Source: an optimization exercise on an open RTL-to-GDS flow (aim: small area and a short achievable clock period). Production flows keep margins and buffers that such runs may drop. At most, simulation tests tie the RTL to the original design; equivalence was not proved. No activity file was given, so power comes from the tool's default toggle rates.

Setup of rev 12:
==> module bmd_csr_dec, before the edit <==
module bmd_csr_dec (
   input  wire [6:0]   a_i,
   input  wire         wr_en_i,
   input  wire         rst_i,
   output logic [17:0] sel_o,
   output logic [17:0] we_o,
   output logic [17:0] hold_o
);
   always_comb begin
      for (int k = 0; k < 18; k++) begin
         sel_o[k]  = (a_i == 7'(k));
         we_o[k]   = wr_en_i && sel_o[k] && !rst_i;
         hold_o[k] = !(wr_en_i && sel_o[k]) && !rst_i;
      end
   end
endmodule
export LEC_CHECK = 0
export CAP_MARGIN = 20
export CORE_MARGIN = 2
export CORE_UTILIZATION = 55
export SETUP_SLACK_MARGIN = 3.3
export SLEW_MARGIN = 20
export SYNTH_HIERARCHICAL = 1
create_clock -name core_clock -period 5.8 [get_ports {clk}]
standard.sh (not shown) runs the stock make flow with config.mk's settings and CLKGATE_MAP_FILE= SYNTH_SCRIPT=/design/flow/synth_recipe.tcl, a recipe that flattens the netlist after the stock synthesis.
==> flow/flow/run.sh <==
#!/bin/bash
# Standard layout, with the smallest plain buffer on every port instead of the
# default delay buffer (the resizer still upsizes any that timing needs), and a
# clock tree of smaller buffers without dummy balancing loads.
set -uo pipefail
export BUFFER_PORTS_ARGS="-buffer_cell sky130_fd_sc_hd__buf_1"
export CTS_ARGS="-sink_clustering_enable -repair_clock_nets -dont_use_dummy_load -sink_clustering_size 16 -sink_clustering_max_diameter 50 -buf_list {sky130_fd_sc_hd__clkbuf_4 sky130_fd_sc_hd__clkbuf_8}"
bash standard.sh > standard.log 2>&1
Looking at the reports, rev 12 completed the entire flow and the layout it produced met the timing, design-rule and antenna checks.
The inputs of rev 13 differ from those of rev 12 as listed below.
--- a/flow/design.v
+++ b/flow/design.v
@@ -206,16 +206,60 @@
    output logic [17:0] sel_o,
    output logic [17:0] we_o,
    output logic [17:0] hold_o
 );
-   always_comb begin
-      for (int k = 0; k < 18; k++) begin
-         sel_o[k]  = (a_i == 7'(k));
-         we_o[k]   = wr_en_i && sel_o[k] && !rst_i;
-         hold_o[k] = !(wr_en_i && sel_o[k]) && !rst_i;
+   logic [2:0] na;
+   logic [7:0] lo;
+   logic [2:0] hz;
+   logic [2:0] hzw;
+   logic [2:0] hzr;
+   logic       wv;
+   for (genvar i = 0; i < 3; i++) begin : g_inv
+      bmd_g_inv u_inv (.a(a_i[i]), .y(na[i]));
+   end
+   for (genvar j = 0; j < 8; j++) begin : g_lo
+      bmd_g_nor3 u_lo (.a(j[0] ? na[0] : a_i[0]), .b(j[1] ? na[1] : a_i[1]),
+                       .c(j[2] ? na[2] : a_i[2]), .y(lo[j]));
+   end
+   for (genvar m = 0; m < 3; m++) begin : g_hz
+      if (m == 0) begin : g_m0
+         bmd_g_nor4 u_hz (.a(a_i[6]), .b(a_i[5]), .c(a_i[4]), .d(a_i[3]), .y(hz[m]));
+      end else if (m == 1) begin : g_m1
+         bmd_g_nor4b u_hz (.a(a_i[6]), .b(a_i[5]), .c(a_i[4]), .dn(a_i[3]), .y(hz[m]));
+      end else begin : g_m2
+         bmd_g_nor4b u_hz (.a(a_i[6]), .b(a_i[5]), .c(a_i[3]), .dn(a_i[4]), .y(hz[m]));
       end
+      bmd_g_and2 u_hzw (.a(hz[m]), .b(wv), .y(hzw[m]));
+      bmd_g_and2 u_hzr (.a(hz[m]), .b(wr_en_i), .y(hzr[m]));
+   end
+   bmd_g_nor2b u_wv (.a(rst_i), .bn(wr_en_i), .y(wv));
+   for (genvar k = 0; k < 18; k++) begin : g_out
+      bmd_g_and2  u_sel  (.a(lo[k % 8]), .b(hz[k / 8]), .y(sel_o[k]));
+      bmd_g_and2  u_we   (.a(lo[k % 8]), .b(hzw[k / 8]), .y(we_o[k]));
+      bmd_g_a21oi u_hold (.a1(lo[k % 8]), .a2(hzr[k / 8]), .b1(rst_i), .y(hold_o[k]));
    end
 endmodule
+module bmd_g_inv (input wire a, output logic y);
+   assign y = ~a;
+endmodule
+module bmd_g_and2 (input wire a, input wire b, output logic y);
+   assign y = a & b;
+endmodule
+module bmd_g_nor2b (input wire a, input wire bn, output logic y);
+   assign y = ~a & bn;
+endmodule
+module bmd_g_nor3 (input wire a, input wire b, input wire c, output logic y);
+   assign y = ~(a | b | c);
+endmodule
+module bmd_g_nor4 (input wire a, input wire b, input wire c, input wire d, output logic y);
+   assign y = ~(a | b | c | d);
+endmodule
+module bmd_g_nor4b (input wire a, input wire b, input wire c, input wire dn, output logic y);
+   assign y = ~(a | b | c) & dn;
+endmodule
+module bmd_g_a21oi (input wire a1, input wire a2, input wire b1, output logic y);
+   assign y = ~((a1 & a2) | b1);
+endmodule
 `default_nettype wire
 `timescale 1ns/10ps
 `default_nettype none
 module dma_perf_monitor #(
### Flow results
Delta(final setup slack of the worst path, rev 13 - rev 12) > 0
Measured against each other, rev 12 and rev 13 differ in global-route track usage on met1, the lower figure coming from rev 13.
The instance count after placement with tap cells included in rev 13 sits 51 below the value recorded for rev 12.
Rev 13 vs rev 12: largest incremental delay on the critical path up in rev 13
Comparing rev 12 and rev 13, the lower share of the cycle needed by the critical path after routing is on rev 13.
Relative to rev 12, global routing met3 resource utilization has decreased by 0.28 points in rev 13.
Total power of rev 13 falls short of that of rev 12 slightly.
Rev 13: area used by multi-input combinational logic about 1.7% below rev 12
The die of rev 13 is smaller than the one used in rev 12.
On sequential logic power, rev 12 and rev 13 are neck and neck.
Looking at width of the die across rev 12 and rev 13, the one that comes out higher is rev 12.
Going from rev 12 to rev 13, final cell area excluding filler cells lower; length of routed wiring on met1 saw a decrease.
The RTL of rev 12 was laid out without a check of its function.

-- separate check: timing with driven ports --
No port has a modelled driver above. Below, the same layouts with a new extraction and two added sets of constraints.
Step 1 assumes that a clkbuf_16 drives the clock port and a buf_2 every other input.
Step 2 also shifts input and output timing later by t, the mid clock arrival at the registers, as if the neighbouring blocks saw the same clock.
Slacks: ideal / step 1 / step 2; pairs: ideal / step 1.
run	t (ns)	setup slack, ns	pins driven straight from the clock port
rev 12	0.685	3.273 / 3.256 / 2.618	1
rev 13	0.691	3.321 / 3.270 / 2.654	1
After both steps every run listed still meets setup and hold. For rev 13, which loses most, drivers alone change the setup slack by -0.051 ns; drivers and shift together by -0.667 ns.
